Source: an optimization exercise on an open RTL-to-GDS flow (aim: small area, a short achievable clock period and few clock cycles per item). Production flows keep margins and buffers that such runs may drop. No activity file was given, so power comes from the tool's default toggle rates.

== the previous run ==
==> flow/design.v <==
`default_nettype none
package bmpd_pkg;
    localparam logic [1:0] KIND_PIXEL  = 2'd0;
    localparam logic [1:0] KIND_HEADER = 2'd1;
    localparam logic [1:0] KIND_ERROR  = 2'd2;
    localparam logic [2:0] ERR_SIGNATURE = 3'd0;
    localparam logic [2:0] ERR_INFO_SIZE = 3'd1;
    localparam logic [2:0] ERR_FORMAT    = 3'd2;
    localparam logic [2:0] ERR_SIZE_ZERO = 3'd3;
    localparam logic [2:0] ERR_OFFSET    = 3'd4;
    localparam logic [2:0] ERR_TOO_LARGE = 3'd5;
    localparam logic [2:0] ERR_TRUNCATED = 3'd6;
endpackage
`default_nettype wire
`default_nettype none
module bmp_stream_to_rgba_decoder (
    input  wire logic           aclk,
    input  wire logic           aresetn,
    input  wire logic           s_tvalid,
    output logic                s_tready,
    input  wire logic [7:0]     s_tdata,
    input  wire logic           s_tlast,
    output logic                m_tvalid,
    input  wire logic           m_tready,
    output logic [87:0]         m_tdata,
    output logic [1:0]          m_tuser,
    output logic                m_tlast
);
    localparam int N  = 3;
    localparam int CW = $clog2(N + 1);
    localparam logic [1:0] T_PIX  = 2'b00;    
    localparam logic [1:0] T_EOL  = 2'b01;    
    localparam logic [1:0] T_LAST = 2'b11;    
    localparam logic [1:0] T_INFO = 2'b10;    
    logic           ph_hdr, ph_skip, ph_pix, ph_pad, ph_ign;
    logic [5:0]     pos;         
    logic [18:0]    off_hi;      
    logic [12:0]    w;
    logic [12:0]    h;           
    logic           hz, ho;      
    logic           sig_ok, info_ok, fmt_ok, wide;
    logic           w_sz;        
    logic           w_big;       
    logic           h_sz;        
    logic           h_big;       
    logic           off_lt;      
    logic           off_eq;      
    logic [12:0]    col;         
    logic [31:0]    q_data [0:N-1];
    logic [1:0]     q_tag  [0:N-1];
    logic [N-1:0]   wr_sel, rd_sel;
    logic [CW-1:0]  count;
    logic           o_valid;
    logic [1:0]     o_kind;
    logic           o_last;
    logic [2:0]     o_err;
    logic [12:0]    o_w, o_h;
    logic [11:0]    o_x, o_y;
    logic [7:0]     o_r, o_g, o_b, o_a;
    logic           o_bu, o_eol;
    logic full, acc, push, pop;
    assign full     = (count == CW'(N));
    assign s_tready = !full;
    assign acc      = s_tvalid && !full;
    assign pop      = (count != '0) && (!o_valid || m_tready);
    logic [1:0]  bip;
    logic [31:0] off;
    assign bip = pos[1:0];
    assign off = {off_hi, col};
    logic        hdr_bad;
    logic [2:0]  hdr_code;
    always_comb begin
        hdr_bad  = 1'b1;
        hdr_code = bmpd_pkg::ERR_SIGNATURE;
        if (!sig_ok)              hdr_code = bmpd_pkg::ERR_SIGNATURE;
        else if (!info_ok)        hdr_code = bmpd_pkg::ERR_INFO_SIZE;
        else if (!fmt_ok)         hdr_code = bmpd_pkg::ERR_FORMAT;
        else if (w_sz || h_sz)    hdr_code = bmpd_pkg::ERR_SIZE_ZERO;
        else if (off_lt)          hdr_code = bmpd_pkg::ERR_OFFSET;
        else if (w_big || h_big)  hdr_code = bmpd_pkg::ERR_TOO_LARGE;
        else                      hdr_bad  = 1'b0;
    end
    logic hdr_end, pix_end, row_eol, row_last, pad_end, row_end, ends_ok, trunc;
    assign hdr_end  = ph_hdr && (pos == 6'd53);
    assign pix_end  = ph_pix && (bip == (wide ? 2'd3 : 2'd2));
    assign row_eol  = (col == 13'd1);
    assign row_last = (h == 13'd1);
    assign pad_end  = ph_pad && (bip == (w[1:0] - 2'd1));
    assign row_end  = (pix_end && row_eol && (wide || w[1:0] == 2'd0)) || pad_end;
    assign ends_ok  = ph_ign || (hdr_end && hdr_bad) || (row_end && row_last);
    assign trunc    = s_tlast && !ends_ok;
    assign push     = acc && (hdr_end || pix_end || trunc);
    logic [12:0] col_dec;
    logic        col_borrow;
    assign {col_borrow, col_dec} = {1'b0, col} - 14'd1;
    always_ff @(posedge aclk) begin
        if (!aresetn) begin
            ph_hdr  <= 1'b1;
            ph_skip <= 1'b0;
            ph_pix  <= 1'b0;
            ph_pad  <= 1'b0;
            ph_ign  <= 1'b0;
            pos     <= '0;
        end else if (acc) begin
            if (ph_hdr) begin
                pos <= pos + 6'd1;
                case (pos)
                    6'd0:  sig_ok <= (s_tdata == 8'h42);
                    6'd1:  sig_ok <= sig_ok && (s_tdata == 8'h4D);
                    6'd10: begin
                        col[7:0] <= s_tdata;
                        off_lt   <= (s_tdata[7:6] != '0);
                    end
                    6'd11: begin
                        col[12:8]   <= s_tdata[4:0];
                        off_hi[2:0] <= s_tdata[7:5];
                        off_lt      <= off_lt || (s_tdata != 8'd0);
                    end
                    6'd12: begin
                        off_hi[10:3] <= s_tdata;
                        off_lt       <= off_lt || (s_tdata != 8'd0);
                    end
                    6'd13: begin
                        off_hi[18:11] <= s_tdata;
                        off_lt        <= off_lt || (s_tdata != 8'd0);
                    end
                    6'd14: begin
                        info_ok <= (s_tdata >= 8'd40);
                        off_lt  <= !off_lt && (col[5:0] < 6'd54);
                        off_eq  <= !off_lt && (col[5:0] == 6'd54);
                    end
                    6'd15, 6'd16, 6'd17: info_ok <= info_ok || (s_tdata != 8'd0);
                    6'd18: begin
                        w[7:0] <= s_tdata;
                        w_sz   <= (s_tdata != 8'd0);
                    end
                    6'd19: begin
                        w[12:8] <= s_tdata[4:0];
                        w_sz    <= w_sz || (s_tdata != 8'd0);
                        w_big   <= (s_tdata[7:5] != '0)
                                   || (s_tdata[4] && (s_tdata[3:0] != '0 || w[7:0] != '0));
                    end
                    6'd20: begin
                        w_sz  <= w_sz || (s_tdata != 8'd0);
                        w_big <= w_big || (s_tdata != 8'd0);
                    end
                    6'd21: begin
                        w_sz  <= s_tdata[7] || !(w_sz || s_tdata != 8'd0);
                        w_big <= w_big || (s_tdata[6:0] != '0);
                    end
                    6'd22: begin
                        h[7:0] <= s_tdata;
                        h_sz   <= (s_tdata != 8'd0);
                    end
                    6'd23: begin
                        h[12:8] <= s_tdata[4:0];
                        hz      <= (s_tdata[7:5] == 3'b000);
                        ho      <= (s_tdata[7:5] == 3'b111);
                        h_sz    <= h_sz || (s_tdata != 8'd0);
                        h_big   <= s_tdata[4] && (s_tdata[3:0] != '0 || h[7:0] != '0);
                    end
                    6'd24: begin
                        hz   <= hz && (s_tdata == 8'h00);
                        ho   <= ho && (s_tdata == 8'hFF);
                        h_sz <= h_sz || (s_tdata != 8'd0);
                    end
                    6'd25: begin
                        hz    <= hz && (s_tdata == 8'h00);
                        ho    <= ho && (s_tdata == 8'hFF);
                        h_sz  <= !(h_sz || s_tdata != 8'd0);
                        h_big <= (ho && s_tdata == 8'hFF) ? !h[12]
                               : (hz && s_tdata == 8'h00) ? h_big : 1'b1;
                    end
                    6'd26: begin
                        fmt_ok <= (s_tdata == 8'd1);
                        h      <= ho ? 13'd0 - h : h;
                    end
                    6'd28: begin
                        fmt_ok <= fmt_ok && (s_tdata == 8'd24 || s_tdata == 8'd32);
                        wide   <= (s_tdata == 8'd32);
                    end
                    6'd29: begin
                        fmt_ok <= fmt_ok && (s_tdata == 8'd0);
                        wide   <= wide && (s_tdata == 8'd0);
                    end
                    6'd27, 6'd30, 6'd31, 6'd32, 6'd33:
                        fmt_ok <= fmt_ok && (s_tdata == 8'd0);
                    6'd53: begin
                        ph_hdr <= 1'b0;
                        pos    <= '0;
                        if (hdr_bad) begin
                            ph_ign <= 1'b1;
                        end else begin
                            if (off_eq) begin
                                col    <= w;
                                ph_pix <= 1'b1;
                            end else begin
                                ph_skip <= 1'b1;
                            end
                        end
                    end
                    default: ;
                endcase
            end
            if (ph_skip) begin
                if (off == 32'd55) begin
                    col     <= w;
                    ph_skip <= 1'b0;
                    ph_pix  <= 1'b1;
                end else begin
                    col    <= col_dec;
                    off_hi <= off_hi - 19'(col_borrow);
                end
            end
            if (ph_pix) begin
                if (pix_end) begin
                    pos[1:0] <= '0;
                    col      <= row_eol ? w : col_dec;
                    if (row_eol && !wide && w[1:0] != 2'd0) begin
                        ph_pix <= 1'b0;
                        ph_pad <= 1'b1;
                    end
                end else begin
                    pos[1:0] <= bip + 2'd1;
                end
            end
            if (ph_pad) begin
                if (pad_end) begin
                    pos[1:0] <= '0;
                    ph_pad   <= 1'b0;
                    ph_pix   <= 1'b1;
                end else begin
                    pos[1:0] <= bip + 2'd1;
                end
            end
            if (row_end) begin
                h <= h - 13'd1;
                if (row_last) begin
                    ph_pix <= 1'b0;
                    ph_pad <= 1'b0;
                    ph_ign <= 1'b1;
                end
            end
            if (s_tlast) begin
                ph_hdr  <= 1'b1;
                ph_skip <= 1'b0;
                ph_pix  <= 1'b0;
                ph_pad  <= 1'b0;
                ph_ign  <= 1'b0;
                pos     <= '0;
            end
        end
    end
    logic [1:0] p_tag;
    always_comb begin
        if (trunc || hdr_end)            p_tag = T_INFO;
        else if (row_eol && row_last)    p_tag = T_LAST;
        else if (row_eol)                p_tag = T_EOL;
        else                             p_tag = T_PIX;
    end
    always_ff @(posedge aclk) begin
        for (int i = 0; i < N; i++) begin
            if (!full && wr_sel[i]) begin
                if (ph_pix) begin
                    case (bip)
                        2'd0:    q_data[i][7:0]   <= s_tdata;
                        2'd1:    q_data[i][15:8]  <= s_tdata;
                        2'd2:    q_data[i][23:16] <= s_tdata;
                        default: q_data[i][31:24] <= s_tdata;
                    endcase
                    if (bip == 2'd2 && !wide) q_data[i][31:24] <= 8'hFF;
                end
                if (hdr_end) begin
                    q_data[i] <= hdr_bad ? {1'b1, 28'd0, hdr_code}
                                         : {5'd0, !ho, h, w};
                end
                if (acc && trunc) begin
                    q_data[i][31]  <= 1'b1;
                    q_data[i][2:0] <= bmpd_pkg::ERR_TRUNCATED;
                end
                if (push) begin
                    q_tag[i] <= p_tag;
                end
            end
        end
    end
    always_ff @(posedge aclk) begin
        if (!aresetn) begin
            wr_sel <= N'(1);
            rd_sel <= N'(1);
            count  <= '0;
        end else begin
            if (push) wr_sel <= {wr_sel[N-2:0], wr_sel[N-1]};
            if (pop)  rd_sel <= {rd_sel[N-2:0], rd_sel[N-1]};
            count <= count + CW'(push) - CW'(pop);
        end
    end
    logic [31:0] hd_data;
    logic [1:0]  hd_tag;
    always_comb begin
        hd_data = '0;
        hd_tag  = '0;
        for (int i = 0; i < N; i++) begin
            hd_data = hd_data | (q_data[i] & {32{rd_sel[i]}});
            hd_tag  = hd_tag  | (q_tag[i]  & {2{rd_sel[i]}});
        end
    end
    logic        first, hd_pix;
    logic [11:0] y_base;
    assign first  = (o_kind == bmpd_pkg::KIND_HEADER);
    assign hd_pix = (hd_tag != T_INFO);
    assign y_base = first ? (o_bu ? o_h[11:0] : 12'hFFF) : o_y;
    always_ff @(posedge aclk) begin
        if (!aresetn) begin
            o_valid <= 1'b0;
        end else if (pop) begin
            o_valid <= 1'b1;
        end else if (m_tready) begin
            o_valid <= 1'b0;
        end
        if (pop) begin
            o_eol  <= hd_tag[0];
            o_last <= 1'b0;
            o_err  <= '0;
            o_r    <= '0;
            o_g    <= '0;
            o_b    <= '0;
            o_a    <= '0;
            if (hd_pix) begin
                o_kind <= bmpd_pkg::KIND_PIXEL;
                o_last <= hd_tag[1];
                o_r    <= hd_data[23:16];
                o_g    <= hd_data[15:8];
                o_b    <= hd_data[7:0];
                o_a    <= hd_data[31:24];
                if (first || o_eol) begin
                    o_x <= '0;
                    o_y <= o_bu ? y_base - 12'd1 : y_base + 12'd1;
                end else begin
                    o_x <= o_x + 12'd1;
                end
            end else if (!hd_data[31]) begin
                o_kind <= bmpd_pkg::KIND_HEADER;
                o_w    <= hd_data[12:0];
                o_h    <= hd_data[25:13];
                o_bu   <= hd_data[26];
                o_x    <= '0;
                o_y    <= '0;
            end else begin
                o_kind <= bmpd_pkg::KIND_ERROR;
                o_err  <= hd_data[2:0];
                o_w    <= '0;
                o_h    <= '0;
                o_x    <= '0;
                o_y    <= '0;
            end
        end
    end
    assign m_tvalid = o_valid;
    assign m_tuser  = o_kind;
    assign m_tlast  = o_last;
    assign m_tdata  = {3'd0, o_a, o_b, o_g, o_r, o_y, o_x, o_h, o_w, o_err};
endmodule
`default_nettype wire
==> flow/config.mk <==
export PLATFORM = sky130hd
export DESIGN_NAME = bmp_stream_to_rgba_decoder
export DESIGN_NICKNAME = bmp_stream_to_rgba_decoder
export VERILOG_FILES = /design/flow/design.v
export SDC_FILE = /design/flow/constraint.sdc
export NUM_CORES = 4
export LEC_CHECK = 0
export ABC_CLOCK_PERIOD_IN_PS = 2500
export CAP_MARGIN = 20
export CORE_MARGIN = 2
export CORE_UTILIZATION = 60
export SETUP_SLACK_MARGIN = 3.5
export SLEW_MARGIN = 20
==> flow/constraint.sdc <==
create_clock -name core_clock -period 6.0 [get_ports {aclk}]
set_input_delay 1.2000 -clock core_clock [delete_from_list [all_inputs] [get_ports {aclk}]]
set_output_delay 1.2000 -clock core_clock [all_outputs]
set_load 0.01 [all_outputs]
run.sh (not shown) runs the stock make flow with config.mk's settings and CLKGATE_MAP_FILE= SYNTH_SCRIPT=/design/flow/synth_recipe.tcl, a recipe that flattens the netlist after the stock synthesis.
--- input diff the previous run..the current run ---
diff --git a/flow/design.v b/flow/design.v
--- a/flow/design.v
+++ b/flow/design.v
@@ -40,4 +40,6 @@
     logic           hz, ho;      
     logic           sig_ok, info_ok, fmt_ok, wide;
+    logic           eol_f;       
+    logic           last_f;      
     logic           w_sz;        
     logic           w_big;       
@@ -51,4 +53,5 @@
     logic [N-1:0]   wr_sel, rd_sel;
     logic [CW-1:0]  count;
+    logic           full, nonempty;      
     logic           o_valid;
     logic [1:0]     o_kind;
@@ -59,9 +62,8 @@
     logic [7:0]     o_r, o_g, o_b, o_a;
     logic           o_bu, o_eol;
-    logic full, acc, push, pop;
-    assign full     = (count == CW'(N));
+    logic acc, push, pop;
     assign s_tready = !full;
     assign acc      = s_tvalid && !full;
-    assign pop      = (count != '0) && (!o_valid || m_tready);
+    assign pop      = nonempty && (!o_valid || m_tready);
     logic [1:0]  bip;
     logic [31:0] off;
@@ -84,6 +86,6 @@
     assign hdr_end  = ph_hdr && (pos == 6'd53);
     assign pix_end  = ph_pix && (bip == (wide ? 2'd3 : 2'd2));
-    assign row_eol  = (col == 13'd1);
-    assign row_last = (h == 13'd1);
+    assign row_eol  = eol_f;
+    assign row_last = last_f;
     assign pad_end  = ph_pad && (bip == (w[1:0] - 2'd1));
     assign row_end  = (pix_end && row_eol && (wide || w[1:0] == 2'd0)) || pad_end;
@@ -91,7 +93,8 @@
     assign trunc    = s_tlast && !ends_ok;
     assign push     = acc && (hdr_end || pix_end || trunc);
+    logic w_is1;
+    assign w_is1 = (w == 13'd1);
     logic [12:0] col_dec;
-    logic        col_borrow;
-    assign {col_borrow, col_dec} = {1'b0, col} - 14'd1;
+    assign col_dec = col - 13'd1;
     always_ff @(posedge aclk) begin
         if (!aresetn) begin
@@ -184,5 +187,9 @@
                         wide   <= wide && (s_tdata == 8'd0);
                     end
-                    6'd27, 6'd30, 6'd31, 6'd32, 6'd33:
+                    6'd27: begin
+                        fmt_ok <= fmt_ok && (s_tdata == 8'd0);
+                        last_f <= (h == 13'd1);
+                    end
+                    6'd30, 6'd31, 6'd32, 6'd33:
                         fmt_ok <= fmt_ok && (s_tdata == 8'd0);
                     6'd53: begin
@@ -194,4 +201,5 @@
                             if (off_eq) begin
                                 col    <= w;
+                                eol_f  <= w_is1;
                                 ph_pix <= 1'b1;
                             end else begin
@@ -206,9 +214,10 @@
                 if (off == 32'd55) begin
                     col     <= w;
+                    eol_f   <= w_is1;
                     ph_skip <= 1'b0;
                     ph_pix  <= 1'b1;
                 end else begin
                     col    <= col_dec;
-                    off_hi <= off_hi - 19'(col_borrow);
+                    if (col == '0) off_hi <= off_hi - 19'd1;
                 end
             end
@@ -217,4 +226,5 @@
                     pos[1:0] <= '0;
                     col      <= row_eol ? w : col_dec;
+                    eol_f    <= row_eol ? w_is1 : (col == 13'd2);
                     if (row_eol && !wide && w[1:0] != 2'd0) begin
                         ph_pix <= 1'b0;
@@ -235,5 +245,6 @@
             end
             if (row_end) begin
-                h <= h - 13'd1;
+                h      <= h - 13'd1;
+                last_f <= (h == 13'd2);
                 if (row_last) begin
                     ph_pix <= 1'b0;
@@ -285,13 +296,19 @@
         end
     end
+    logic [CW-1:0] count_next;
+    assign count_next = count + CW'(push) - CW'(pop);
     always_ff @(posedge aclk) begin
         if (!aresetn) begin
             wr_sel <= N'(1);
             rd_sel <= N'(1);
-            count  <= '0;
+            count    <= '0;
+            full     <= 1'b0;
+            nonempty <= 1'b0;
         end else begin
             if (push) wr_sel <= {wr_sel[N-2:0], wr_sel[N-1]};
             if (pop)  rd_sel <= {rd_sel[N-2:0], rd_sel[N-1]};
-            count <= count + CW'(push) - CW'(pop);
+            count    <= count_next;
+            full     <= (count_next == CW'(N));
+            nonempty <= (count_next != '0);
         end
     end
==> comparison <==
- The previous run → the current run: vertical die dimension essentially unchanged; final cycle utilization of the critical path has increased; design area decreased by 170 um2 relative to the old numbers; number of flip-flops and latches increased about 1.4%; total power divided by cell area went up.
- The final reports for the current run and the previous run show hold slack lower in the former.
- As far as post-synthesis xor/xnor area fraction is concerned, the current run and the previous run perform about the same.
- Of the current run and the previous run, the higher switching component of the power belongs to the current run.
- The current run vs. the previous run: static leakage power shows a reduction of 0.057 nW, weighted congestion at the end of routability-driven global placement shows a reduction of 0.36%, flip-flop and latch share of the layout cell area shows an increase of 0.92 points.
- Compared with the previous run, the current run shows a lower layout overhead on the synthesized area.
- The previous run → the current run: sequential fraction of the synthesis area increased by 0.49 points relative to the old numbers; wire length shows a reduction of 3.9%.
No functional check of the RTL was part of any run of this note.

port drivers added, routing unchanged:
In the flow no input, the clock included, has a driving cell. The finished layouts below were timed again as built, in two steps.
Step 1 sets driving cells, clkbuf_16 on the clock port and buf_2 on the other inputs (assumed; they add their load-dependent delay and slew).
Step 2 also shifts input and output timing later by t, the mid clock arrival at the registers, as if the neighbouring blocks saw the same clock.
Slacks: no drivers / after step 1 / after step 2; pairs: no drivers / after step 1.
| run | t, ns | setup WS [ns] | pins driven straight from the clock port |
|---|---|---|---|
| the previous run | 0.575 | 3.266 / 3.266 / 2.799 | 1 |
| the current run | 0.598 | 3.185 / 3.185 / 2.643 | 1 |
After both steps setup and hold are still met in every run listed. For the current run, which loses most, drivers alone change the setup slack by 0.000 ns; drivers and shift together by -0.542 ns.
